From an optimization exercise on the open Yosys and OpenROAD flow, aimed at small area and a short achievable clock period; shortcuts taken in it are not production practice.
RTL that was checked went through simulation tests only; none was proved equivalent to the original.
The RTL of runs 1 to 3 was laid out without a check of its function.
No activity file was given, so power comes from the tool's default toggle rates.

==> flow/design.v <==
`default_nettype none
package arm_exec_pkg;
    typedef logic [32-1:0] word_t;
    typedef struct packed {
        logic n;
        logic z;
        logic c;
        logic v;
    } flags_t;
    typedef enum logic [3:0] {
        OP_EOR = 4'd1,
        OP_SUB = 4'd2,
        OP_ADD = 4'd4,
        OP_TST = 4'd8,
        OP_TEQ = 4'd9,
        OP_CMP = 4'd10,
        OP_ORR = 4'd12,
        OP_MOV = 4'd13,
        OP_BIC = 4'd14,
        OP_MVN = 4'd15
    } opcode_t;
    typedef enum logic [3:0] {
        COND_EQ = 4'd0,
        COND_NE = 4'd1,
        COND_CS = 4'd2,
        COND_CC = 4'd3,
        COND_MI = 4'd4,
        COND_PL = 4'd5,
        COND_VS = 4'd6,
        COND_VC = 4'd7,
        COND_HI = 4'd8,
        COND_LS = 4'd9,
        COND_GE = 4'd10,
        COND_LT = 4'd11,
        COND_GT = 4'd12,
        COND_LE = 4'd13,
        COND_AL = 4'd14
    } cond_t;
    typedef enum logic [1:0] {
        SHIFT_LSL = 2'd0,
        SHIFT_LSR = 2'd1,
        SHIFT_ASR = 2'd2,
        SHIFT_ROR = 2'd3
    } shift_t;
    typedef enum logic [1:0] {
        FMT_DATA   = 2'd0,
        FMT_MEMORY = 2'd1,
        FMT_BRANCH = 2'd2
    } format_t;
endpackage
`default_nettype wire
`timescale 1ns/1ps
`default_nettype none
module shift_step #(
    parameter int W = 32,
    parameter int D = 1
) (
    input  logic [W+D-1:0] in,
    input  logic           s,
    output logic [W-1:0]   out
);
    assign out = ~(s ? in[W+D-1:D] : in[W-1:0]);
endmodule
module shift_ctl (
    input  logic [4:0] amount,
    input  logic [1:0] shift_type,
    output logic       lsl,
    output logic       asr,
    output logic       ror,
    output logic [4:0] s
);
    assign lsl = (shift_type == 2'd0);
    assign asr = (shift_type == 2'd2);
    assign ror = (shift_type == 2'd3);
    assign s   = amount ^ {5{lsl}};
endmodule
module shift_field (
    input  logic [31:0] rm_value,
    input  logic        lsl,
    input  logic        asr,
    input  logic        ror,
    output logic [62:0] field_n
);
    for (genvar i = 0; i < 31; i++) begin : g_bit
        assign field_n[i]      = ~(rm_value[i] & ~lsl);
        assign field_n[32 + i] = ~((lsl & rm_value[i + 1]) | (ror & rm_value[i])
                                   | (asr & rm_value[31]));
    end
    assign field_n[31] = ~(lsl ? rm_value[0] : rm_value[31]);
endmodule
module operand_shifter (
    input  logic [31:0] rm_value,
    input  logic [4:0]  amount,
    input  logic [1:0]  shift_type,
    output logic [31:0] shifted
);
    logic        lsl;
    logic        asr;
    logic        ror;
    logic [4:0]  s;
    logic [62:0] field_n;
    logic [46:0] st16;
    logic [38:0] st8_n;
    logic [34:0] st4;
    logic [32:0] st2_n;
    shift_ctl u_ctl (
        .amount     (amount),
        .shift_type (shift_type),
        .lsl        (lsl),
        .asr        (asr),
        .ror        (ror),
        .s          (s)
    );
    shift_field u_field (
        .rm_value (rm_value),
        .lsl      (lsl),
        .asr      (asr),
        .ror      (ror),
        .field_n  (field_n)
    );
    shift_step #(.W(47), .D(16)) u_st16 (.in(field_n), .s(s[4]), .out(st16));
    shift_step #(.W(39), .D(8))  u_st8  (.in(st16),    .s(s[3]), .out(st8_n));
    shift_step #(.W(35), .D(4))  u_st4  (.in(st8_n),   .s(s[2]), .out(st4));
    shift_step #(.W(33), .D(2))  u_st2  (.in(st4),     .s(s[1]), .out(st2_n));
    shift_step #(.W(32), .D(1))  u_st1  (.in(st2_n),   .s(s[0]), .out(shifted));
endmodule
`default_nettype wire
`timescale 1ns/1ps
`default_nettype none
module pg_start (
    input  logic a,
    input  logic b,
    output logic gn,     
    output logic tn      
);
    assign gn = ~(a & b);
    assign tn = ~(a | b);
endmodule
module pg_n2p (
    input  logic gn,
    input  logic tn,
    input  logic gpn,
    input  logic tpn,
    output logic g,
    output logic t
);
    assign g = ~(gn & (tn | gpn));
    assign t = ~(tn | tpn);
endmodule
module pg_p2n (
    input  logic g,
    input  logic t,
    input  logic gp,
    input  logic tp,
    output logic gn,
    output logic tn
);
    assign gn = ~(g | (t & gp));
    assign tn = ~(t & tp);
endmodule
module g_n2p (
    input  logic gn,
    input  logic tn,
    input  logic gpn,
    output logic g
);
    assign g = ~(gn & (tn | gpn));
endmodule
module g_p2n (
    input  logic g,
    input  logic t,
    input  logic gp,
    output logic gn
);
    assign gn = ~(g | (t & gp));
endmodule
module xor2_cell (
    input  logic a,
    input  logic b,
    output logic y
);
    assign y = a ^ b;
endmodule
module inv_cell (
    input  logic a,
    output logic y
);
    assign y = ~a;
endmodule
module prefix_carry #(
    parameter int W = 32
) (
    input  logic [W-1:0] a,
    input  logic [W-1:0] b,
    output logic [W-1:0] gen
);
    localparam int L = $clog2(W);
    logic [W-1:0] g [L+1];
    logic [W-1:0] t [L+1];
    for (genvar i = 0; i < W; i++) begin : g_start
        pg_start u_cell (.a(a[i]), .b(b[i]), .gn(g[0][i]), .tn(t[0][i]));
    end
    for (genvar l = 0; l < L; l++) begin : g_level
        localparam int D = 1 << l;
        for (genvar i = 0; i < W; i++) begin : g_bit
            if (i >= 2 * D) begin : g_pg
                if (l % 2 == 0) begin : g_n
                    pg_n2p u_cell (.gn(g[l][i]), .tn(t[l][i]), .gpn(g[l][i-D]), .tpn(t[l][i-D]),
                                   .g(g[l+1][i]), .t(t[l+1][i]));
                end else begin : g_p
                    pg_p2n u_cell (.g(g[l][i]), .t(t[l][i]), .gp(g[l][i-D]), .tp(t[l][i-D]),
                                   .gn(g[l+1][i]), .tn(t[l+1][i]));
                end
            end else if (i >= D) begin : g_g
                if (l % 2 == 0) begin : g_n
                    g_n2p u_cell (.gn(g[l][i]), .tn(t[l][i]), .gpn(g[l][i-D]), .g(g[l+1][i]));
                end else begin : g_p
                    g_p2n u_cell (.g(g[l][i]), .t(t[l][i]), .gp(g[l][i-D]), .gn(g[l+1][i]));
                end
                assign t[l+1][i] = 1'b0;
            end else begin : g_pass
                inv_cell u_cell (.a(g[l][i]), .y(g[l+1][i]));
                assign t[l+1][i] = 1'b0;
            end
        end
    end
    assign gen = g[L];
endmodule
module dataproc_alu (
    input  logic [3:0]  opcode,
    input  logic [31:0] rn_value,
    input  logic [31:0] operand2,
    output logic        is_arith,
    output logic [31:0] sum,
    output logic [31:0] logic_res,
    output logic        writes_rd,
    output logic        supported,
    output logic [3:0]  flags_out    
);
    logic        is_sub;
    logic [31:0] a;
    logic [31:0] gen;
    logic [31:0] hs;
    logic [31:0] zero_bits;
    logic        z_arith;
    logic        z_logic;
    assign is_sub   = (opcode == 4'd2) || (opcode == 4'd10);
    assign is_arith = is_sub || (opcode == 4'd4);
    assign a  = rn_value ^ {32{is_sub}};
    assign hs = rn_value ^ operand2;
    prefix_carry #(.W(32)) u_carry (.a(a), .b(operand2), .gen(gen));
    assign sum[0] = hs[0];
    for (genvar i = 1; i < 32; i++) begin : g_sum
        xor2_cell u_sum (.a(hs[i]), .b(gen[i-1]), .y(sum[i]));
    end
    assign zero_bits = hs ^ ({rn_value[30:0] | operand2[30:0], 1'b0} & {32{~is_sub}});
    assign z_arith   = (zero_bits == 32'd0);
    always_comb begin
        case (opcode)
            4'd8:    logic_res = rn_value & operand2;    
            4'd12:   logic_res = rn_value | operand2;    
            4'd13:   logic_res = operand2;               
            4'd14:   logic_res = rn_value & ~operand2;   
            4'd15:   logic_res = ~operand2;              
            default: logic_res = hs;                     
        endcase
    end
    assign z_logic = (logic_res == 32'd0);
    always_comb begin
        case (opcode)
            4'd1, 4'd2, 4'd4, 4'd12, 4'd13, 4'd14, 4'd15: begin
                writes_rd = 1'b1;
                supported = 1'b1;
            end
            4'd8, 4'd9, 4'd10: begin
                writes_rd = 1'b0;
                supported = 1'b1;
            end
            default: begin
                writes_rd = 1'b0;
                supported = 1'b0;
            end
        endcase
    end
    assign flags_out[3] = is_arith ? sum[31] : logic_res[31];
    assign flags_out[2] = is_arith ? z_arith : z_logic;
    assign flags_out[1] = is_arith & (gen[31] ^ is_sub);
    assign flags_out[0] = is_arith & ((rn_value[31] ^ operand2[31]) == is_sub)
                          & (operand2[31] ^ gen[30]);
endmodule
`default_nettype wire
`timescale 1ns/1ps
`default_nettype none
module mux2i_cell (
    input  logic a,
    input  logic b,
    input  logic s,
    output logic y
);
    assign y = ~(s ? b : a);
endmodule
module condition_values (
    input  logic [3:0]  flags,   
    output logic [15:0] value
);
    logic n, z, c, v;
    assign {n, z, c, v} = flags;
    assign value[0]  = z;
    assign value[1]  = ~z;
    assign value[2]  = c;
    assign value[3]  = ~c;
    assign value[4]  = n;
    assign value[5]  = ~n;
    assign value[6]  = v;
    assign value[7]  = ~v;
    assign value[8]  = c & ~z;                   
    assign value[9]  = ~c | z;                   
    assign value[10] = (n == v);                 
    assign value[11] = (n != v);                 
    assign value[12] = ~z & (n == v);            
    assign value[13] = z | (n != v);             
    assign value[14] = 1'b1;                     
    assign value[15] = 1'b1;                     
endmodule
module condition_check (
    input  logic [3:0] flags,    
    input  logic [3:0] cond,
    output logic       passes
);
    logic [15:0] value;
    logic [7:0]  m1_n;
    logic [3:0]  m2;
    logic [1:0]  m3_n;
    condition_values u_values (.flags(flags), .value(value));
    for (genvar j = 0; j < 8; j++) begin : g_m1
        mux2i_cell u_mux (.a(value[2*j]), .b(value[2*j+1]), .s(cond[0]), .y(m1_n[j]));
    end
    for (genvar j = 0; j < 4; j++) begin : g_m2
        mux2i_cell u_mux (.a(m1_n[2*j]), .b(m1_n[2*j+1]), .s(cond[1]), .y(m2[j]));
    end
    for (genvar j = 0; j < 2; j++) begin : g_m3
        mux2i_cell u_mux (.a(m2[2*j]), .b(m2[2*j+1]), .s(cond[2]), .y(m3_n[j]));
    end
    mux2i_cell u_m4 (.a(m3_n[0]), .b(m3_n[1]), .s(cond[3]), .y(passes));
endmodule
`default_nettype wire
`timescale 1ns/1ps
`default_nettype none
module mem_row_decode (
    input  logic [7:0]  addr,
    input  logic        en,
    output logic [31:0] hi,      
    output logic [31:0] lo
);
    logic [7:0] hi0;
    logic [7:0] lo0;
    logic [7:0] hi1;
    logic [7:0] lo1;
    for (genvar i = 0; i < 8; i++) begin : g_line
        assign hi0[i] = en && (addr[7:5] == 3'(i));
        assign lo0[i] = (addr[4:2] == 3'(i));
    end
    assign lo1 = {lo0[6:0], lo0[7]};
    assign hi1 = lo0[7] ? {hi0[6:0], hi0[7]} : hi0;
    for (genvar k = 0; k < 4; k++) begin : g_bank
        logic next;
        assign next = (addr[1:0] > 2'(k));
        assign hi[8*k +: 8] = next ? hi1 : hi0;
        assign lo[8*k +: 8] = next ? lo1 : lo0;
    end
endmodule
module aoi22_cell (
    input  logic a1,
    input  logic a2,
    input  logic b1,
    input  logic b2,
    output logic y
);
    assign y = ~((a1 & a2) | (b1 & b2));
endmodule
module nand4_cell (
    input  logic a,
    input  logic b,
    input  logic c,
    input  logic d,
    output logic y
);
    assign y = ~(a & b & c & d);
endmodule
module byte_select8 (
    input  logic [63:0] data,    
    input  logic [7:0]  sel,
    output logic [7:0]  y
);
    for (genvar b = 0; b < 8; b++) begin : g_bit
        logic [3:0] t_n;
        for (genvar q = 0; q < 4; q++) begin : g_pair
            aoi22_cell u_aoi (
                .a1 (sel[2*q]),
                .a2 (data[8*(2*q) + b]),
                .b1 (sel[2*q+1]),
                .b2 (data[8*(2*q+1) + b]),
                .y  (t_n[q])
            );
        end
        nand4_cell u_nand (.a(t_n[0]), .b(t_n[1]), .c(t_n[2]), .d(t_n[3]), .y(y[b]));
    end
endmodule
module bank_read_mux (
    input  logic [511:0] bank,
    input  logic [7:0]   hi,
    input  logic [7:0]   lo,
    output logic [7:0]   data
);
    logic [63:0] group;      
    for (genvar h = 0; h < 8; h++) begin : g_group
        byte_select8 u_lo (.data(bank[64*h +: 64]), .sel(lo), .y(group[8*h +: 8]));
    end
    byte_select8 u_hi (.data(group), .sel(hi), .y(data));
endmodule
module addr_adder (
    input  logic [7:0] rn,
    input  logic [7:0] offset,
    input  logic       up,
    output logic [7:0] addr
);
    logic [7:0] gen;
    logic [7:0] hs;
    prefix_carry #(.W(8)) u_carry (.a(rn ^ {8{~up}}), .b(offset), .gen(gen));
    for (genvar i = 0; i < 8; i++) begin : g_bit
        xor2_cell u_hs  (.a(rn[i]), .b(offset[i]), .y(hs[i]));
    end
    assign addr[0] = hs[0];
    for (genvar i = 1; i < 8; i++) begin : g_sum
        xor2_cell u_sum (.a(hs[i]), .b(gen[i-1]), .y(addr[i]));
    end
endmodule
module bank_row_decode (
    input  logic [7:0] addr,
    input  logic       en,
    output logic [7:0] hi,
    output logic [7:0] lo
);
    for (genvar i = 0; i < 8; i++) begin : g_line
        assign hi[i] = en && (addr[7:5] == 3'(i));
        assign lo[i] = (addr[4:2] == 3'(i));
    end
endmodule
module mem_read_port (
    input  logic [2047:0] mem,       
    input  logic [7:0]    rn,
    input  logic [7:0]    offset,
    input  logic          up,
    input  logic          en,
    output logic [31:0]   bytes,     
    output logic [1:0]    lane       
);
    for (genvar k = 0; k < 4; k++) begin : g_bank
        logic [7:0] base;
        logic [7:0] addr;
        logic [7:0] hi;
        logic [7:0] lo;
        assign base = rn + 8'(3 - k);
        addr_adder u_add (
            .rn     (base),
            .offset (offset),
            .up     (up),
            .addr   (addr)
        );
        bank_row_decode u_decode (
            .addr (addr),
            .en   (en),
            .hi   (hi),
            .lo   (lo)
        );
        bank_read_mux u_mux (
            .bank (mem[512*k +: 512]),
            .hi   (hi),
            .lo   (lo),
            .data (bytes[8*k +: 8])
        );
        if (k == 3) begin : g_lane
            assign lane = addr[1:0];
        end
    end
endmodule
module mem_word_rotate (
    input  logic [31:0] bytes,       
    input  logic [1:0]  lane,        
    output logic [31:0] word
);
    for (genvar j = 0; j < 4; j++) begin : g_lane
        logic [1:0] k;
        assign k = lane + 2'(j);
        assign word[8*(3-j) +: 8] = bytes[8*k +: 8];
    end
endmodule
module mem_write_port (
    input  logic [7:0]   addr,
    input  logic         en,
    input  logic [31:0]  word,
    output logic [255:0] row_en,     
    output logic [255:0] row_hold,   
    output logic [31:0]  bytes       
);
    logic [31:0] hi;
    logic [31:0] lo;
    mem_row_decode u_decode (
        .addr (addr),
        .en   (en),
        .hi   (hi),
        .lo   (lo)
    );
    for (genvar k = 0; k < 4; k++) begin : g_bank
        logic [1:0] j;
        assign j = 2'(k) - addr[1:0];
        assign bytes[8*k +: 8] = word[8*(3-j) +: 8];
        for (genvar r = 0; r < 64; r++) begin : g_row
            assign row_en[64*k + r]   = hi[8*k + r/8] & lo[8*k + r%8];
            assign row_hold[64*k + r] = ~(hi[8*k + r/8] & lo[8*k + r%8]);
        end
    end
endmodule
`default_nettype wire
`timescale 1ns/1ps
`default_nettype none
module executor (
    input  logic        clk,
    input  logic        nreset,
    input  logic        enable,
    input  logic [31:0] decoder_inst,
    input  logic [31:0] rn_value,
    input  logic [31:0] rd_rm_value,    
    input  logic [31:0] pc,
    output logic        ready,
    output logic [3:0]  cpsr,
    output logic        condition_passes,
    output logic [31:0] executor_inst,
    output logic        update_pc,
    output logic [31:0] new_pc,
    output logic        update_rd,
    output logic [31:0] rd_value
);
    logic [31:0] inst;
    logic [1:0]  fmt;
    assign inst = decoder_inst;
    assign fmt  = inst[27:26];
    condition_check u_condition_check (
        .flags  (cpsr),
        .cond   (inst[31:28]),
        .passes (condition_passes)
    );
    logic execute;
    logic is_data;
    logic is_memory;
    logic is_branch;
    assign execute   = enable && condition_passes;
    assign is_data   = execute && (fmt == 2'd0);
    assign is_memory = execute && (fmt == 2'd1);
    assign is_branch = execute && (fmt == 2'd2);
    logic [31:0] shifted;
    operand_shifter u_operand_shifter (
        .rm_value   (rd_rm_value),
        .amount     (inst[11:7]),
        .shift_type (inst[6:5]),
        .shifted    (shifted)
    );
    logic [31:0] rotated_imm;
    assign rotated_imm = 32'({24'd0, inst[7:0], 24'd0, inst[7:0]} >> {inst[11:8], 1'b0});
    logic [31:0] operand2;
    assign operand2 = inst[25] ? rotated_imm : shifted;
    logic        alu_is_arith;
    logic [31:0] alu_sum;
    logic [31:0] alu_logic;
    logic        alu_writes_rd;
    logic        alu_supported;
    logic [3:0]  alu_flags;
    dataproc_alu u_dataproc_alu (
        .opcode    (inst[24:21]),
        .rn_value  (rn_value),
        .operand2  (operand2),
        .is_arith  (alu_is_arith),
        .sum       (alu_sum),
        .logic_res (alu_logic),
        .writes_rd (alu_writes_rd),
        .supported (alu_supported),
        .flags_out (alu_flags)
    );
    logic [7:0] offset8;
    logic [7:0] store_addr;
    assign offset8 = inst[25] ? shifted[7:0] : inst[7:0];
    addr_adder u_store_addr (
        .rn     (rn_value[7:0]),
        .offset (inst[7:0]),
        .up     (inst[23]),
        .addr   (store_addr)
    );
    logic mem_read_en;
    logic mem_write_en;
    assign mem_read_en  = is_memory && inst[20];
    assign mem_write_en = is_memory && !inst[20] && !inst[25];
    logic [2047:0] mem;          
    logic [255:0]  mem_row_en;
    logic [255:0]  mem_row_hold;
    logic [31:0]   mem_bytes;
    mem_write_port u_mem_write (
        .addr     (store_addr),
        .en       (mem_write_en),
        .word     (rd_rm_value),
        .row_en   (mem_row_en),
        .row_hold (mem_row_hold),
        .bytes    (mem_bytes)
    );
    always_ff @(posedge clk) begin
        for (int i = 0; i < 256; i++) begin
            mem[8*i +: 8] <= (mem_bytes[8*(i/64) +: 8] & {8{mem_row_en[i]}})
                             | (mem[8*i +: 8] & {8{mem_row_hold[i]}});
        end
    end
    logic [31:0] load_bytes;
    logic [31:0] load_bytes_q;
    logic [1:0]  load_lane_q;
    logic [31:0] load_word;
    logic [1:0]  load_lane;
    mem_read_port u_mem_read (
        .mem    (mem),
        .rn     (rn_value[7:0]),
        .offset (offset8),
        .up     (inst[23]),
        .en     (mem_read_en),
        .bytes  (load_bytes),
        .lane   (load_lane)
    );
    always_ff @(posedge clk) begin
        load_bytes_q <= load_bytes;
        load_lane_q  <= load_lane;
    end
    mem_word_rotate u_mem_rotate (
        .bytes (load_bytes_q),
        .lane  (load_lane_q),
        .word  (load_word)
    );
    logic [29:0] branch_word;
    logic [31:0] branch_target;
    logic [31:0] link_value;
    assign branch_word   = pc[31:2] + ({{6{inst[23]}}, inst[23:0]} + 30'd2);
    assign branch_target = {branch_word, pc[1:0]};
    assign link_value    = {pc[31:2] + 30'd1, pc[1:0]};
    logic        result_valid;
    logic        take_sum;
    logic        take_logic;
    logic        take_link;
    logic [31:0] next_result;
    logic [31:0] result_q;
    assign take_sum     = !nreset && is_data && alu_writes_rd && alu_is_arith;
    assign take_logic   = !nreset && is_data && alu_writes_rd && !alu_is_arith;
    assign take_link    = !nreset && is_branch && inst[24];
    assign result_valid = (is_data && alu_writes_rd) || (is_branch && inst[24]);
    assign next_result  = (alu_sum & {32{take_sum}}) | (alu_logic & {32{take_logic}})
                          | (link_value & {32{take_link}});
    always_ff @(posedge clk) begin
        result_q <= next_result;
    end
    logic       flags_take;
    logic       flags_hold;
    logic [3:0] next_cpsr;
    assign flags_take = !nreset && is_data && inst[20] && alu_supported;
    assign flags_hold = !nreset && !(is_data && inst[20] && alu_supported);
    assign next_cpsr  = (alu_flags & {4{flags_take}}) | (cpsr & {4{flags_hold}});
    always_ff @(posedge clk) begin
        cpsr <= next_cpsr;
    end
    always_ff @(posedge clk) begin
        if (nreset) begin
            ready         <= 1'b0;
            executor_inst <= '0;
            update_pc     <= 1'b0;
            new_pc        <= '0;
            update_rd     <= 1'b0;
        end else begin
            ready <= enable;
            if (enable) begin
                executor_inst <= inst;
            end
            update_pc <= is_branch;
            if (is_branch) begin
                new_pc <= branch_target;     
            end
            update_rd <= result_valid || mem_read_en;
        end
    end
    assign rd_value = result_q | load_word;
endmodule
`default_nettype wire
==> flow/flow/run.sh <==
#!/bin/bash
# Standard ORFS layout (the standard.sh), except that the port buffers
# are a real buffer cell instead of the delay cell buffer_ports picks.
set -e
export BUFFER_PORTS_ARGS="-buffer_cell sky130_fd_sc_hd__buf_4"
bash standard.sh > standard.log 2>&1
==> flow/standard.sh <==
#!/bin/bash
# synth_recipe.tcl (not shown) runs the flow's synth.tcl, then flattens the netlist and writes it again
# the make line also repeats each setting of config.mk as NAME=value (left out here)
make -C /OpenROAD-flow-scripts/flow DESIGN_CONFIG=/design/flow/config.mk WORK_HOME=/design/flow/orfs CLKGATE_MAP_FILE= SYNTH_SCRIPT=/design/flow/synth_recipe.tcl "${@:-finish}"
==> flow/config.mk <==
export PLATFORM = sky130hd
export DESIGN_NAME = executor
export DESIGN_NICKNAME = executor
export VERILOG_FILES = /design/flow/design.v
export SDC_FILE = /design/flow/constraint.sdc
export NUM_CORES = 8
export LEC_CHECK = 0
export CAP_MARGIN = 20
export CORE_MARGIN = 2
export CORE_UTILIZATION = 55
export CTS_CLUSTER_DIAMETER = 100
export CTS_CLUSTER_SIZE = 28
export PLACE_DENSITY = 0.65
export SETUP_SLACK_MARGIN = 5
export SLEW_MARGIN = 20
export SYNTH_HIERARCHICAL = 1
export TNS_END_PERCENT = 5
==> flow/constraint.sdc <==
create_clock -name core_clock -period 10.0 [get_ports {clk}]
set_input_delay 2.0000 -clock core_clock [delete_from_list [all_inputs] [get_ports {clk}]]
set_output_delay 2.0000 -clock core_clock [all_outputs]
set_load 0.01 [all_outputs]
==> summary.txt, run 1 <==
status timing/DRC/antenna clean; CP delay by family, top compound AO/OA/AOI/OAI gates; CP max FO 15; CP Capture Type register; Starting Density a little under three fifths; die height roughly 440 um; Reg clk slew, reported paths about 110 ps; maximum clock path buffer count 3; die area approximately 190000 um2; vias in the first global route 78.8k; largest net degree at the start of global routing 66; Root Buffer clkbuf_16; htree depth 3; most frequent CP cell buf_12; Max-Cap Viols 0; io pins approximately 240; via count between 80k and 90k; number of port buffers 234; Tightest Hold Check Type reg2reg; critical path's slowest cell a22oi_2; Worst-Skew Late Latency roughly 800 ps; netlist area before placement roughly 100000 um2; WP data arrival ~6600 ps; slowest stage delay, CP between 400 and 500 ps; nets ~9.7k; Rel. slew slack approximately 4.8%; Hold Vio Cnt, Final 0; Worst Max-Slew Pin Slew 1430 ps; Layout area overhead 12.3%; Slew Viols, Final 0; maximum VDD drop around 0.2 mV; final core utilization around 62%; CTS tree yes; power per cell area just under 200 nW/um2; critical-path cell list buf_12, nor2_4, buf_12, xor2_4, buf_6, buf_12, mux2i_4, mux2i_2, mux2i_1, mux2i_1, mux2i_1, nand2_2, o21ai_4, nor2_4, o21ai_2, a21oi_2, inv_4, xor2_4, and3b_4, buf_12, a22oi_2, nand4_1, a22oi_2, nand4_1; RSZ-0062 raised after global routing yes; gr usage total 36.9%; drt first pass iters 6; final WL approximately 380 mm; initial antenna violation count 15; hold_ws 462 ps; fmax about 170 MHz; period utilization between 50% and 60%; CP Buf/Inv Count 6; Synth Warn # 16; CTS Sinks around 2.2k; gr ovfl total 0; min Tclk post-route ~6000 ps; Leak between 40 and 50 nW; Syn Inst Count approximately 9.6k; Post-Syn Area per Cell approximately 11 um2; crit path kind in2reg; DR iter-0 viols approximately 9k; crit path launch type input pin; # hold bufs at CTS 0; fraction of layout cells with a size suffix above 1 between 20% and 30%; Final Skew between 40 and 50 ps; endpoints failing setup 0; Fin Setup TNS 0 ps; Core ar. around 190000 um2; first-pass GRT wire length between 500 and 600 mm; CTS buffer count 91; Post-DRT Antenna Nets 0; Core Rows 158; Worst Path Required 10650 ps; routed wire length per instance roughly 32 um; vias per cell about 7; gpl congestion between 1 and 1.5; drt drc 0; Die X between 400 and 500 um; hpwl dp 243 mm
## layout make-up
class                           count  area (um2)
Fill cell                       14776       70100
Clock buffer                       96        2360
Clock inverter                     12         211
Timing Repair Buffer              704        7210
Inverter                          200         793
Tap cell                         2480        3100
Antenna cell                       12        30.0
Multi-Input combinational cell   6283       58000
Sequential cell                  2185       43700
## worst min-delay path, cell delays in order (launching register included)
cell	delay [ps]
dfxtp_1	330
nand2_1	50
a21oi_1	50
## worst paths after layout
path              depth (start not counted)  slack [ps]                       to                    start
setup / recovery                         24        4020  load_bytes_q[2]$_DFF_P_          decoder_inst[6]
hold / removal                            2         460  new_pc[20]$_SDFFE_PP0P_  new_pc[20]$_SDFFE_PP0P_
setup reg to reg                         16        5400        mem[1231]$_DFF_P_          cpsr[0]$_DFF_P_
hold reg to reg                           2         460  new_pc[20]$_SDFFE_PP0P_  new_pc[20]$_SDFFE_PP0P_
## per-stage QoR
| stage | setup slack, ps | instances | total power (W) | instance area, um2 |
|---|---|---|---|---|
| finish | 4020 | 11972 | 0.0223 | 115000 |
| global route | 3990 | 11967 | 0.0228 | 115000 |
| CTS | 4320 | 11821 | 0.0212 | 112000 |
| detailed placement | 1720 | 11499 | 0.0154 | 106000 |
| global placement | 1830 | 11497 | 0.0153 | 106000 |
| floorplan | 2690 | 9594 | 0.0132 | 103000 |
## cells in the final DEF, fill, tap and decap left out, types with 30 or more instances in the layout
cell and n:
a211oi_1 31, a21oi_1 57, a21oi_2 78, a22o_1 2051, a22oi_2 1153, and2_1 263, buf_12 69, buf_4 528
buf_6 57, clkbuf_16 112, dfxtp_1 2185, ha_1 53, inv_1 160, mux2i_1 247, mux2i_2 43, mux2i_4 45
mux4_4 32, nand2_1 500, nand2b_1 38, nand3_1 44, nand3b_1 58, nand4_1 313, nor2_1 149, nor2_2 46
nor2_4 49, o21ai_0 53, o21ai_2 106, o22ai_1 40, or2_2 32, xnor2_1 117, xor2_1 98, xor2_4 30
## sequential cells by signal, indices dropped and copies added (netlist names), 2 cells and up
register / cells
executor_inst: 32
load_bytes_q: 32
cpsr: 4
load_lane_q: 2
new_pc: 32
result_q: 32
mem: 2048
## layer usage
metal	wire length (um)	track usage (%)	part of all wire, %	vias up
li1	-	-	-	36688
met1	156000	50.7	41	42370
met2	162000	55.0	43	4659
met3	35500	7.21	9.4	1008
met4	23700	19.1	6.3	6
met5	40	0.605	0.011	-
## repair_timing
item / 4_1_cts / 5_1_grt
gates resized for setup: 358 / 408
hold endpoints to repair: 0 / 0
endpoints found under the setup margin: 2126 / 2080
cloned: 45 / 30
pin swaps: 96 / 192
buffers inserted: 169 / 109
## power breakdown
| part | leakage [nW] | switching [W] | internal [W] | total (W) |
|---|---|---|---|---|
| registers | 17.6 | 0.000191 | 0.00896 | 0.00915 |
| logic | 22.4 | 0.00583 | 0.00274 | 0.00857 |
| clock network | 1.26 | 0.00285 | 0.00176 | 0.00461 |
| total | 41.2 | 0.00887 | 0.0135 | 0.0223 |
==> run 2: changes to the inputs <==
--- a/flow/design.v
+++ b/flow/design.v
@@ -63,15 +63,12 @@
 endmodule
 module shift_ctl (
-    input  logic [4:0] amount,
     input  logic [1:0] shift_type,
     output logic       lsl,
     output logic       asr,
-    output logic       ror,
-    output logic [4:0] s
+    output logic       ror
 );
     assign lsl = (shift_type == 2'd0);
     assign asr = (shift_type == 2'd2);
     assign ror = (shift_type == 2'd3);
-    assign s   = amount ^ {5{lsl}};
 endmodule
 module shift_field (
@@ -82,10 +79,10 @@
     output logic [62:0] field_n
 );
-    for (genvar i = 0; i < 31; i++) begin : g_bit
-        assign field_n[i]      = ~(rm_value[i] & ~lsl);
-        assign field_n[32 + i] = ~((lsl & rm_value[i + 1]) | (ror & rm_value[i])
-                                   | (asr & rm_value[31]));
+    for (genvar i = 0; i < 32; i++) begin : g_low
+        assign field_n[i] = ~(lsl ? rm_value[31 - i] : rm_value[i]);
+    end
+    for (genvar i = 0; i < 31; i++) begin : g_high
+        assign field_n[32 + i] = ~((ror & rm_value[i]) | (asr & rm_value[31]));
     end
-    assign field_n[31] = ~(lsl ? rm_value[0] : rm_value[31]);
 endmodule
 module operand_shifter (
@@ -93,10 +90,9 @@
     input  logic [4:0]  amount,
     input  logic [1:0]  shift_type,
-    output logic [31:0] shifted
+    output logic        lsl,
+    output logic [31:0] shifted      
 );
-    logic        lsl;
     logic        asr;
     logic        ror;
-    logic [4:0]  s;
     logic [62:0] field_n;
     logic [46:0] st16;
@@ -105,10 +101,8 @@
     logic [32:0] st2_n;
     shift_ctl u_ctl (
-        .amount     (amount),
         .shift_type (shift_type),
         .lsl        (lsl),
         .asr        (asr),
-        .ror        (ror),
-        .s          (s)
+        .ror        (ror)
     );
     shift_field u_field (
@@ -119,9 +113,22 @@
         .field_n  (field_n)
     );
-    shift_step #(.W(47), .D(16)) u_st16 (.in(field_n), .s(s[4]), .out(st16));
-    shift_step #(.W(39), .D(8))  u_st8  (.in(st16),    .s(s[3]), .out(st8_n));
-    shift_step #(.W(35), .D(4))  u_st4  (.in(st8_n),   .s(s[2]), .out(st4));
-    shift_step #(.W(33), .D(2))  u_st2  (.in(st4),     .s(s[1]), .out(st2_n));
-    shift_step #(.W(32), .D(1))  u_st1  (.in(st2_n),   .s(s[0]), .out(shifted));
+    shift_step #(.W(47), .D(16)) u_st16 (.in(field_n), .s(amount[4]), .out(st16));
+    shift_step #(.W(39), .D(8))  u_st8  (.in(st16),    .s(amount[3]), .out(st8_n));
+    shift_step #(.W(35), .D(4))  u_st4  (.in(st8_n),   .s(amount[2]), .out(st4));
+    shift_step #(.W(33), .D(2))  u_st2  (.in(st4),     .s(amount[1]), .out(st2_n));
+    shift_step #(.W(32), .D(1))  u_st1  (.in(st2_n),   .s(amount[0]), .out(shifted));
+endmodule
+module operand_select #(
+    parameter int W = 32
+) (
+    input  logic [W-1:0] imm,
+    input  logic [W-1:0] fwd,
+    input  logic [W-1:0] rev,
+    input  logic         take_imm,
+    input  logic         take_fwd,
+    input  logic         take_rev,
+    output logic [W-1:0] y
+);
+    assign y = (imm & {W{take_imm}}) | (fwd & {W{take_fwd}}) | (rev & {W{take_rev}});
 endmodule
 `default_nettype wire
@@ -517,6 +524,6 @@
         assign bytes[8*k +: 8] = word[8*(3-j) +: 8];
         for (genvar r = 0; r < 64; r++) begin : g_row
-            assign row_en[64*k + r]   = hi[8*k + r/8] & lo[8*k + r%8];
             assign row_hold[64*k + r] = ~(hi[8*k + r/8] & lo[8*k + r%8]);
+            inv_cell u_en (.a(row_hold[64*k + r]), .y(row_en[64*k + r]));
         end
     end
@@ -560,14 +567,28 @@
     assign is_branch = execute && (fmt == 2'd2);
     logic [31:0] shifted;
+    logic [31:0] shifted_rev;
+    logic        shift_lsl;
     operand_shifter u_operand_shifter (
         .rm_value   (rd_rm_value),
         .amount     (inst[11:7]),
         .shift_type (inst[6:5]),
+        .lsl        (shift_lsl),
         .shifted    (shifted)
     );
+    for (genvar i = 0; i < 32; i++) begin : g_rev
+        assign shifted_rev[i] = shifted[31 - i];
+    end
     logic [31:0] rotated_imm;
     assign rotated_imm = 32'({24'd0, inst[7:0], 24'd0, inst[7:0]} >> {inst[11:8], 1'b0});
     logic [31:0] operand2;
-    assign operand2 = inst[25] ? rotated_imm : shifted;
+    operand_select #(.W(32)) u_operand2 (
+        .imm      (rotated_imm),
+        .fwd      (shifted),
+        .rev      (shifted_rev),
+        .take_imm (inst[25]),
+        .take_fwd (!inst[25] && !shift_lsl),
+        .take_rev (!inst[25] && shift_lsl),
+        .y        (operand2)
+    );
     logic        alu_is_arith;
     logic [31:0] alu_sum;
@@ -589,5 +610,13 @@
     logic [7:0] offset8;
     logic [7:0] store_addr;
-    assign offset8 = inst[25] ? shifted[7:0] : inst[7:0];
+    operand_select #(.W(8)) u_offset (
+        .imm      (inst[7:0]),
+        .fwd      (shifted[7:0]),
+        .rev      (shifted_rev[7:0]),
+        .take_imm (!inst[25]),
+        .take_fwd (inst[25] && !shift_lsl),
+        .take_rev (inst[25] && shift_lsl),
+        .y        (offset8)
+    );
     addr_adder u_store_addr (
         .rn     (rn_value[7:0]),
@@ -641,10 +670,12 @@
         .word  (load_word)
     );
-    logic [29:0] branch_word;
+    logic [29:0] link_word;
+    logic [30:0] branch_sum;
     logic [31:0] branch_target;
     logic [31:0] link_value;
-    assign branch_word   = pc[31:2] + ({{6{inst[23]}}, inst[23:0]} + 30'd2);
-    assign branch_target = {branch_word, pc[1:0]};
-    assign link_value    = {pc[31:2] + 30'd1, pc[1:0]};
+    assign link_word     = pc[31:2] + 30'd1;
+    assign branch_sum    = {link_word, 1'b1} + {{6{inst[23]}}, inst[23:0], 1'b1};
+    assign branch_target = {branch_sum[30:1], pc[1:0]};
+    assign link_value    = {link_word, pc[1:0]};
     logic        result_valid;
     logic        take_sum;
@@ -671,20 +702,24 @@
         cpsr <= next_cpsr;
     end
+    logic inst_take;
+    logic inst_hold;
+    logic pc_take;
+    logic pc_hold;
+    assign inst_take = !nreset && enable;
+    assign inst_hold = !nreset && !enable;
+    assign pc_take   = !nreset && is_branch;
+    assign pc_hold   = !nreset && !is_branch;
+    always_ff @(posedge clk) begin
+        executor_inst <= (inst & {32{inst_take}}) | (executor_inst & {32{inst_hold}});
+        new_pc        <= (branch_target & {32{pc_take}}) | (new_pc & {32{pc_hold}});
+    end
     always_ff @(posedge clk) begin
         if (nreset) begin
-            ready         <= 1'b0;
-            executor_inst <= '0;
-            update_pc     <= 1'b0;
-            new_pc        <= '0;
-            update_rd     <= 1'b0;
+            ready     <= 1'b0;
+            update_pc <= 1'b0;
+            update_rd <= 1'b0;
         end else begin
-            ready <= enable;
-            if (enable) begin
-                executor_inst <= inst;
-            end
+            ready     <= enable;
             update_pc <= is_branch;
-            if (is_branch) begin
-                new_pc <= branch_target;     
-            end
             update_rd <= result_valid || mem_read_en;
         end
==> flow/flow/run.sh (replaced) <==
#!/bin/bash
# The standard layout (standard.sh), with two changes:
# - port buffers are a real buffer cell, not the delay cell buffer_ports
#   picks by default;
# - after synthesis every combinational cell is set to its smallest drive
#   (downsize.py), and placement and timing repair size up what needs it.
set -euo pipefail
export BUFFER_PORTS_ARGS="-buffer_cell sky130_fd_sc_hd__buf_4"
bash standard.sh synth > synth.log 2>&1
R=orfs/results/sky130hd/executor/base
python3 flow/downsize.py "$FLOW_HOME/platforms/sky130hd/lib/sky130_fd_sc_hd__tt_025C_1v80.lib" \
    $R/1_2_yosys.v $R/1_2_yosys_small.v > downsize.log 2>&1
mv $R/1_2_yosys_small.v $R/1_2_yosys.v
rm -f $R/1_synth.odb $R/1_synth.sdc
bash standard.sh > standard.log 2>&1
==> flow/flow/downsize.py (new file) <==
#!/usr/bin/env python3
"""Set every combinational cell of a netlist to the smallest drive of its type.

Reads the liberty file for cell areas; cells whose names differ only in the
drive suffix (_0, _1, _2, ...) share function and pins. Sequential cells,
tie cells and anything without a smaller variant are left alone. The placer
and the timing repair size cells up again where slew, load or timing need it.
usage: downsize.py LIB NETLIST_IN NETLIST_OUT
"""
import re
import sys

lib, src, dst = sys.argv[1:4]
text = open(lib).read()
area = {}
for m in re.finditer(r'cell\s*\(\s*"?(sky130_fd_sc_hd__\w+)"?\s*\)\s*\{\s*(.*?)area\s*:\s*([\d.]+)', text, re.S):
    area[m.group(1)] = float(m.group(3))

keep = ('df', 'edf', 'sdf', 'dl', 'sedf', 'conb', 'tap', 'fill', 'decap', 'lpflow', 'probe',
        'clkbuf', 'clkinv', 'clkdly', 'dlygate', 'dlymetal', 'buf', 'inv', 'bufinv', 'bufbuf')
groups = {}
for cell in area:
    m = re.match(r'sky130_fd_sc_hd__(\w+?)_(\d+)$', cell)
    if not m:
        continue
    base = m.group(1)
    if base.startswith(keep):
        continue
    groups.setdefault(base, []).append(cell)

best = {}
for base, cells in groups.items():
    # smallest area; among equal areas the larger drive
    cells.sort(key=lambda c: (area[c], -int(c.rsplit('_', 1)[1])))
    for c in cells:
        best[c] = cells[0]

count = 0
out = []
for line in open(src):
    m = re.match(r'(\s*)(sky130_fd_sc_hd__\w+)(\s.*)', line)
    if m and m.group(2) in best and best[m.group(2)] != m.group(2):
        line = m.group(1) + best[m.group(2)] + m.group(3) + '\n'
        count += 1
    out.append(line)
open(dst, 'w').write(''.join(out))
print(f'downsized {count} cells')
==> run 2 against run 1 <==
- core utilization is 1.4 points lower
- hold slack got worse by 1.8 ps
- sequential share of layout area is 3.6 points higher
- critical path type unchanged
- critical endpoint is now load_bytes_q[28]$_DFF_P_
==> summary.txt, run 2 <==
Reg with most FFs mem; gpl congestion around 1.0; Max-Cap Viols 0; Starting Density 55.2%; power per cell area 185 nW/um2; via count ~84k; Worst-Skew Late Latency 800 ps; CTS tree yes; Synth Warn # 16; die area 178000 um2; final worst slack between 3000 and 4000 ps; reg2reg path depth 18; io pins 235; routed wire length per instance 30.8 um; hpwl dp ~230 mm; Layout area overhead 10.2%; period utilization 62.0%; Post-DRT Antenna Nets 0; endpoints failing setup 0; RSZ-0062 raised after global routing yes; most frequent cells in the layout 2184 x dfxtp_1, 2051 x a22o_1, 919 x a22oi_1; Core Rows between 150 and 200; Reg clk slew, reported paths approximately 110 ps; drt drc 0; number of port buffers between 200 and 250; crit path capture load_bytes_q[28]$_DFF_P_; Root Buffer clkbuf_16; worst slack, placed 1680 ps; first-pass GRT wire length 519 mm; final WL between 300 and 400 mm; die height 421 um; CP Capture Type register; DR iter-0 viols ~11k; Final Skew slightly below 50 ps; Hold Vio Cnt, Final 0; max FFs per register 2048; crit path launch decoder_inst[5]; fraction of layout cells with a size suffix above 1 approximately 15%; gr usage total 37.9%; gr ovfl total 0; Tightest Hold Check Type reg2reg; reg2reg end mem[1088]$_DFF_P_; netlist area before placement around 96000 um2; vias per cell 7.17; nets around 9.5k; crit path kind in2reg; Worst Max-Slew Pin Slew between 1000 and 1500 ps; CTS buffer count 90; initial antenna violation count 14; vias in the first global route just under 80k; Fin Setup TNS 0 ps; CTS Sinks 2185; drt first pass iters 10; crit path launch type input pin; maximum VDD drop approximately 0.15 mV; status timing/DRC/antenna clean; htree depth 3; Crit Reg-Reg Startpoint cpsr[3]$_DFF_P_; maximum clock path buffer count 3; Slew Viols, Final 0; min Tclk post-route 6200 ps; Die X 421 um; hold_sp new_pc[23]$_DFF_P_; largest net degree at the start of global routing 72; Rel. slew slack a little under a fifth; Core ar. around 170000 um2; fillcell total 14.4k; fmax 161 MHz; WP data arrival 6840 ps; Leak 41.6 nW; most common cell after layout, fill and taps aside dfxtp_1; Syn Inst Count 9628; CP max FO 15; Final Power 0.0195 W; hold_ws between 400 and 500 ps; Post-Syn Area per Cell around 10 um2; Worst Path Required around 11000 ps; reg2reg setup slack about 4500 ps
run 2: power breakdown:
group	leakage, nW	internal (W)	switching (W)	total (W)
logic	22.8	0.00172	0.00414	0.00586
registers	17.6	0.00896	0.000166	0.00912
clock network	1.23	0.00171	0.00284	0.00455
total	41.6	0.0124	0.00715	0.0195
run 2: stage by stage:
stage	cells	utilization, %	cell area (um2)
6_report	11678	60.9	106000
5_1_grt	11676	60.9	106000
4_1_cts	11620	60.0	104000
3_5_place_dp	11334	56.4	97800
3_3_place_gp	11334	56.4	97700
2_1_floorplan	9629	-	96300
run 2: worst min-delay path by stage:
stage	end	slack, ps	depth (start not counted)
final	new_pc[23]$_DFF_P_	460	2
after global routing	new_pc[23]$_DFF_P_	480	2
after CTS	new_pc[23]$_DFF_P_	460	2
after detailed placement	new_pc[23]$_DFF_P_	450	2
after global placement	new_pc[15]$_DFF_P_	440	2
after floorplan	mem[1015]$_DFF_P_	440	1
run 2: cell type report:
class	count	area, um2	area share (%)
sequential	2185	43700	41.4
antenna	9	22.5	0.0213
multi-input combinational	6028	49400	46.8
clock inverter	11	210	0.199
timing repair buffer	545	5080	4.81
timing repair inverter	1	7.51	0.00711
clock buffer	94	2330	2.21
inverter	480	1830	1.74
tap	2325	2910	2.76
run 2: worst max-delay path, stage by stage:
cell and delay, ps:
buf_16 130, and2b_4 360, buf_16 180, a22oi_1 80
mux2i_1 250, mux2i_1 160, mux2i_1 360, mux2i_1 220
mux2i_1 450, a222oi_1 200, inv_2 280, nor2_1 130
nor2_1 170, nand2_1 80, o21ai_1 360, xor2_4 420
and4b_1 420, a22oi_2 340, nand4_1 210
run 2: repair_timing:
action | in CTS | in global routing
resized for setup | 435 | 231
hold buffers | 0 | 0
pin swaps | 104 | 82
buffers inserted | 149 | 41
gates cloned | 32 | 8
endpoints found under the setup margin | 2073 | 2128
run 2: metal layers:
| metal | track usage [%] | up-vias | part of all wire [%] |
|---|---|---|---|
| li1 | - | 36256 | - |
| met1 | 52.6 | 41860 | 41 |
| met2 | 55.8 | 4808 | 42 |
| met3 | 8.30 | 826 | 11 |
| met4 | 18.3 | 12 | 5.8 |
| met5 | 0 | - | 0.018 |
==> run 3: changes to the inputs <==
--- a/flow/design.v
+++ b/flow/design.v
@@ -553,4 +553,5 @@
     assign inst = decoder_inst;
     assign fmt  = inst[27:26];
+    logic cond_passes;
     condition_check u_condition_check (
         .flags  (cpsr),
@@ -558,9 +559,14 @@
         .passes (condition_passes)
     );
+    condition_check u_condition_internal (
+        .flags  (cpsr),
+        .cond   (inst[31:28]),
+        .passes (cond_passes)
+    );
     logic execute;
     logic is_data;
     logic is_memory;
     logic is_branch;
-    assign execute   = enable && condition_passes;
+    assign execute   = enable && cond_passes;
     assign is_data   = execute && (fmt == 2'd0);
     assign is_memory = execute && (fmt == 2'd1);
==> run 3 against run 2 <==
- register-to-register slack gained 550 ps
- combinational power shrank 3%
- cell count is essentially flat
- largest cell class unchanged
- largest power group unchanged
- highest routed layer unchanged
==> summary.txt, run 3 <==
status timing/DRC/antenna clean; Die X about 420 um; CTS tree yes; fillcell total roughly 14k; Worst Max-Slew Pin Slew about 1200 ps; CTS Sinks between 2k and 2.5k; Syn Inst Count between 9k and 10k; final worst slack approximately 3700 ps; Fin Setup TNS 0 ps; max FFs per register 2048; fmax between 150 and 200 MHz; Rel. slew slack 19.8%; CP Buf/Inv Count 9; Worst Path Required between 10000 and 15000 ps; Post-Syn Area per Cell 9.94 um2; via count 83.2k; vias per cell roughly 7.1; most common cell after layout, fill and taps aside dfxtp_1; Post-DRT Antenna Nets 0; most frequent cells in the layout 2184 x dfxtp_1, 2051 x a22o_1, 877 x a22oi_1; slowest stage delay, CP roughly 540 ps; period utilization a little over three fifths; fraction of layout cells with a size suffix above 1 16.1%; netlist area before placement 96100 um2; Max-Cap Viols 0; nets 9530; placed insts approximately 11k; drt first pass iters 14; Leak slightly above 40 nW; largest net degree at the start of global routing 75; CP delay by family, top compound AO/OA/AOI/OAI gates; maximum VDD drop 0.165 mV; io pins between 200 and 250; Hold Vio Cnt, Final 0; final WL around 360 mm; DR iter-0 viols 10.7k; Reg with most FFs mem; min Tclk post-route between 6000 and 7000 ps; worst slack, placed ~1700 ps; gr usage total roughly 37%; CP max FO between 60 and 70; die area about 180000 um2; most frequent CP cell buf_12; first-pass GRT wire length approximately 500 mm; drt drc 0; CP Capture Type register; Worst-Skew Late Latency approximately 800 ps; Tightest Hold Check Type reg2reg; RSZ-0062 raised after global routing yes; vias in the first global route around 77k; fin cells roughly 12k; Reg clk slew, reported paths approximately 100 ps; hpwl dp 225 mm; number of port buffers 234; initial antenna violation count 18; htree depth 3; critical path's slowest cell a222oi_1; Core Rows 153; power per cell area 183 nW/um2; die height ~420 um; maximum clock path buffer count 3; crit path kind in2reg; gr ovfl total 0; Core ar. ~170000 um2; routed wire length per instance just over 30 um; Slew Viols, Final 0; endpoints failing setup 0; crit path launch type input pin; Final Skew 37.7 ps; Synth Warn # 16; Starting Density between 50% and 60%; final core utilization 61.1%; Layout area overhead 10.5%; CTS buffer count just over 90; WP data arrival between 6000 and 7000 ps; Root Buffer clkbuf_16; gpl congestion just under 1
-- run 3: final cells by class --
class,count,area [um2],share of cell area [%]
Clock inverter,10,208,0.196
Antenna cell,14,35.0,0.0330
Tap cell,2325,2910,2.74
Timing Repair inverter,1,7.51,0.00707
Multi-Input combinational cell,6042,50300,47.3
Sequential cell,2185,43700,41.2
Inverter,485,1860,1.75
Timing Repair Buffer,515,4770,4.49
Clock buffer,95,2380,2.24
-- run 3: power breakdown --
part           leakage [nW]  switching [W]  total (W)  internal, W
clock                  1.26        0.00281    0.00460      0.00179
sequential             17.6       0.000170    0.00913      0.00896
combinational          22.7        0.00402    0.00566      0.00164
-- run 3: worst reg2reg max path, stage by stage (launching register included) --
cell,delay [ps]
dfxtp_1,530
xor2_1,300
inv_2,60
nand2_1,70
mux2i_1,60
mux2i_1,130
mux2i_1,100
mux2i_1,190
nand2_1,130
nor2_1,170
nand2_1,80
nor3_2,250
buf_4,280
nor2b_4,290
nand3_1,120
buf_4,290
mux2i_1,880
nand2_1,450
inv_1,360
a22o_1,200
-- run 3: per-stage QoR --
step           cell area (um2)  hold slack (ps)  power, W
2_1_floorplan            96600              440    0.0119
3_3_place_gp             98000              443    0.0136
3_5_place_dp             98000              450    0.0137
4_1_cts                 103000              462    0.0188
5_1_grt                 106000              484    0.0199
6_report                106000              458    0.0194
-- run 3: timing repair --
item / 4_1_cts / 5_1_grt
endpoints found under the setup margin: 2114 / 2087
gates cloned: 21 / 9
gates resized for setup: 383 / 431
hold buffers: 0 / 0
pin swaps: 49 / 146
setup buffers: 88 / 75
-- run 3: per-layer routing --
layer  vias to the layer above  part of all wire [%]  track usage (%)
li1                      36209                     -                -
met1                     41378                    41             52.4
met2                      4819                    43             55.8
met3                       772                    11             7.29
met4                        10                   4.9             15.6
met5                         -                 0.019                0
-- run 3: path summary, 6_finish.rpt --
check | end | slack (ps) | startpoint | cells after the start
worst max-delay path | load_bytes_q[19]$_DFF_P_ | 3730 | decoder_inst[5] | 26
worst min-delay path | new_pc[10]$_DFF_P_ | 460 | new_pc[10]$_DFF_P_ | 2
worst max register to register | mem[1336]$_DFF_P_ | 5040 | cpsr[3]$_DFF_P_ | 19
worst min register to register | new_pc[10]$_DFF_P_ | 460 | new_pc[10]$_DFF_P_ | 2
==> run 4: changes to the inputs <==
--- a/flow/design.v
+++ b/flow/design.v
@@ -202,5 +202,5 @@
     output logic [W-1:0] gen
 );
-    localparam int L = $clog2(W);
+    localparam int L = (W > 8) ? 5 : 3;    
     logic [W-1:0] g [L+1];
     logic [W-1:0] t [L+1];
@@ -553,5 +553,4 @@
     assign inst = decoder_inst;
     assign fmt  = inst[27:26];
-    logic cond_passes;
     condition_check u_condition_check (
         .flags  (cpsr),
@@ -559,14 +558,9 @@
         .passes (condition_passes)
     );
-    condition_check u_condition_internal (
-        .flags  (cpsr),
-        .cond   (inst[31:28]),
-        .passes (cond_passes)
-    );
     logic execute;
     logic is_data;
     logic is_memory;
     logic is_branch;
-    assign execute   = enable && cond_passes;
+    assign execute   = enable && condition_passes;
     assign is_data   = execute && (fmt == 2'd0);
     assign is_memory = execute && (fmt == 2'd1);
==> run 4 against run 3 <==
- sequential power about the same
- critical path depth decreased by 7
- fmax is 1.2% higher
- clock skew up 12 ps
- global-route usage increased by 0.65 points
- synthesized cell count decreased by 0.33%
- routed wire length rose by 1.1%
- sequential cell count stayed put
- hold slack better by 2.8 ps
- non-clock buffer count grew 30
- core utilization is 0.27 points lower
- count of clock-buffer cells in the layout shrank 1
- critical path type unchanged
- critical endpoint is now load_bytes_q[28]$_DFF_P_
- highest routed layer unchanged
==> summary.txt, run 4 <==
crit path launch type input pin; DR iter-0 viols between 10k and 15k; hpwl dp approximately 230 mm; most common cell after layout, fill and taps aside dfxtp_1; Leak between 40 and 50 nW; first-pass GRT wire length 519 mm; Layout area overhead 10.2%; Syn Inst Count around 9.6k; die height between 400 and 500 um; initial antenna violation count 14; reg2reg path depth 18; WP data arrival 6840 ps; most frequent cells in the layout 2184 x dfxtp_1, 2051 x a22o_1, 919 x a22oi_1; critical path's slowest cell mux2i_1; most frequent CP cell mux2i_1; Worst Path Required roughly 11000 ps; routed wire length per instance between 30 and 40 um; Die X about 420 um; Worst Max-Slew Pin Slew roughly 1200 ps; Cell Area, Placed slightly below 100000 um2; Reg clk slew, reported paths roughly 110 ps; max FFs per register ~2.0k; drt drc 0; vias in the first global route about 77k; Rel. slew slack between 10% and 20%; # hold bufs at CTS 0; Post-DRT Antenna Nets 0; status timing/DRC/antenna clean; RSZ-0062 raised after global routing yes; number of port buffers about 230; CTS Sinks roughly 2.2k; nets approximately 9.5k; CP delay by family, top multiplexers; die area about 180000 um2; Synth Warn # 16; Starting Density between 50% and 60%; endpoints failing setup 0; fraction of layout cells with a size suffix above 1 between 10 and 15%; slowest stage delay, CP 450 ps; final WL 360 mm; Slew Viols, Final 0; drt first pass iters 10; maximum clock path buffer count 3; via count about 84k; Max-Cap Viols 0; Final Skew between 40 and 50 ps; CTS tree yes; period utilization 62.0%; gr usage total 37.9%; netlist area before placement around 96000 um2; Core ar. about 170000 um2; CP Capture Type register; io pins ~240; Post-Syn Area per Cell between 9 and 10 um2; critical-path cell list buf_16, and2b_4, buf_16, a22oi_1, mux2i_1, mux2i_1, mux2i_1, mux2i_1, mux2i_1, a222oi_1, inv_2, nor2_1, nor2_1, nand2_1, o21ai_1, xor2_4, and4b_1, a22oi_2, nand4_1; largest net degree at the start of global routing approximately 70; crit path kind in2reg; Crit path depth 19; hold depth 2; Fin Setup TNS 0 ps; Tightest Hold Check Type reg2reg; min Tclk post-route slightly above 6000 ps; Hold Vio Cnt, Final 0; CP max FO 15; gr ovfl total 0; Worst-Skew Late Latency ~800 ps; fmax ~160 MHz; design area about 110000 um2; Root Buffer clkbuf_16; vias per cell around 7; htree depth 3; CTS buffer count 90; power per cell area ~190 nW/um2; gpl congestion between 1 and 1.5; maximum VDD drop approximately 0.15 mV; Reg with most FFs mem; Core Rows about 150; CP Buf/Inv Count 3
-- run 4: cell count changes in the layout (fill, tap and decap cells not counted), sizes merged, moves of 3 or more --
cell and delta:
buf +31, mux2i -15, and3b +8, clkinv +7
inv -7, diode -5, xor2 -3
-- run 4: worst reg2reg max path, cell delays in order (launching register included) --
cell and delay, ps:
dfxtp_1 460, xor2_1 330, inv_2 60, nand2_1 70, mux2i_1 60, mux2i_1 140
mux2i_1 100, mux2i_1 280, nand2_1 170, nor2_1 180, nand2_1 90, nor3_2 230
buf_4 280, nor2b_2 400, nand2_1 630, mux2i_1 940, nand2_1 470, inv_1 390
a22o_1 220
-- run 4: area by class of cell --
class,instances,area [um2]
Fill cell,14400,67900
Multi-Input combinational cell,6028,49400
Sequential cell,2185,43700
Timing Repair Buffer,545,5080
Tap cell,2325,2910
Clock buffer,94,2330
Inverter,480,1830
Clock inverter,11,210
Antenna cell,9,22.5
Timing Repair inverter,1,7.51
-- run 4: power by group --
| group | leakage, nW | switching [W] | internal (W) |
|---|---|---|---|
| Clock | 1.23 | 0.00284 | 0.00171 |
| Sequential | 17.6 | 0.000166 | 0.00896 |
| Combinational | 22.8 | 0.00414 | 0.00172 |
| Total | 41.6 | 0.00715 | 0.0124 |
-- run 4: through the flow --
step | hold WS, ps | total power, W | cells | worst slack, ps | utilization [%]
2_1_floorplan | 440 | 0.0119 | 9629 | 3510 | -
3_3_place_gp | 442 | 0.0136 | 11334 | 1850 | 56.4
3_5_place_dp | 446 | 0.0137 | 11334 | 1680 | 56.4
4_1_cts | 461 | 0.0191 | 11620 | 4070 | 60.0
5_1_grt | 482 | 0.0200 | 11676 | 3750 | 60.9
6_report | 460 | 0.0195 | 11678 | 3800 | 60.9
-- run 4: final timing paths --
path	startpoint	to	slack (ps)
setup reg to reg	cpsr[3]$_DFF_P_	mem[1088]$_DFF_P_	4490
setup / recovery	decoder_inst[5]	load_bytes_q[28]$_DFF_P_	3800
hold / removal	new_pc[23]$_DFF_P_	new_pc[23]$_DFF_P_	460
hold reg to reg	new_pc[23]$_DFF_P_	new_pc[23]$_DFF_P_	460
-- run 4: routing by layer --
metal	vias to the layer above	GRT usage (%)	share of wire, %
li1	36256	-	-
met1	41860	52.6	41
met2	4808	55.8	42
met3	826	8.30	11
met4	12	18.3	5.8
met5	-	0	0.018
-- run 4: what timing repair did --
action                     in CTS  in global routing
resized for setup             435                231
pin swaps                     104                 82
setup endpoints to repair    2073               2128
hold endpoints to repair        0                  0
setup buffers                 149                 41
gates cloned                   32                  8

static timing again, ports no longer ideal:
The flow's constraints put no driver on any port. The routed layouts listed below were extracted and timed again, unchanged, in two steps.
Step 1 assumes that a clkbuf_16 drives the clock port and a buf_2 every other input.
Step 2 adds t to the input delays and takes it off the output delays; t is the mean of the earliest and latest rising clock arrival at the registers after step 1. Input paths then give back, and output paths get back, about the clock's delay inside the block.
a / b / c = ideal ports / drivers / drivers and shift; a / b = the first two.
run	t (ns)	slack for setup (ns)	hold slack, ns
run 1	0.867	4.025 / 4.064 / 3.198	0.462 / 0.462 / 0.462
run 2	0.867	3.800 / 3.824 / 2.957	0.460 / 0.460 / 0.460
run 3	0.859	3.729 / 3.669 / 2.810	0.458 / 0.458 / 0.458
run 4	0.867	3.800 / 3.824 / 2.957	0.460 / 0.460 / 0.460
After both steps every run listed still meets setup and hold. The setup slack of run 3, which loses most, moves by -0.060 ns with the drivers and by -0.919 ns with both steps.
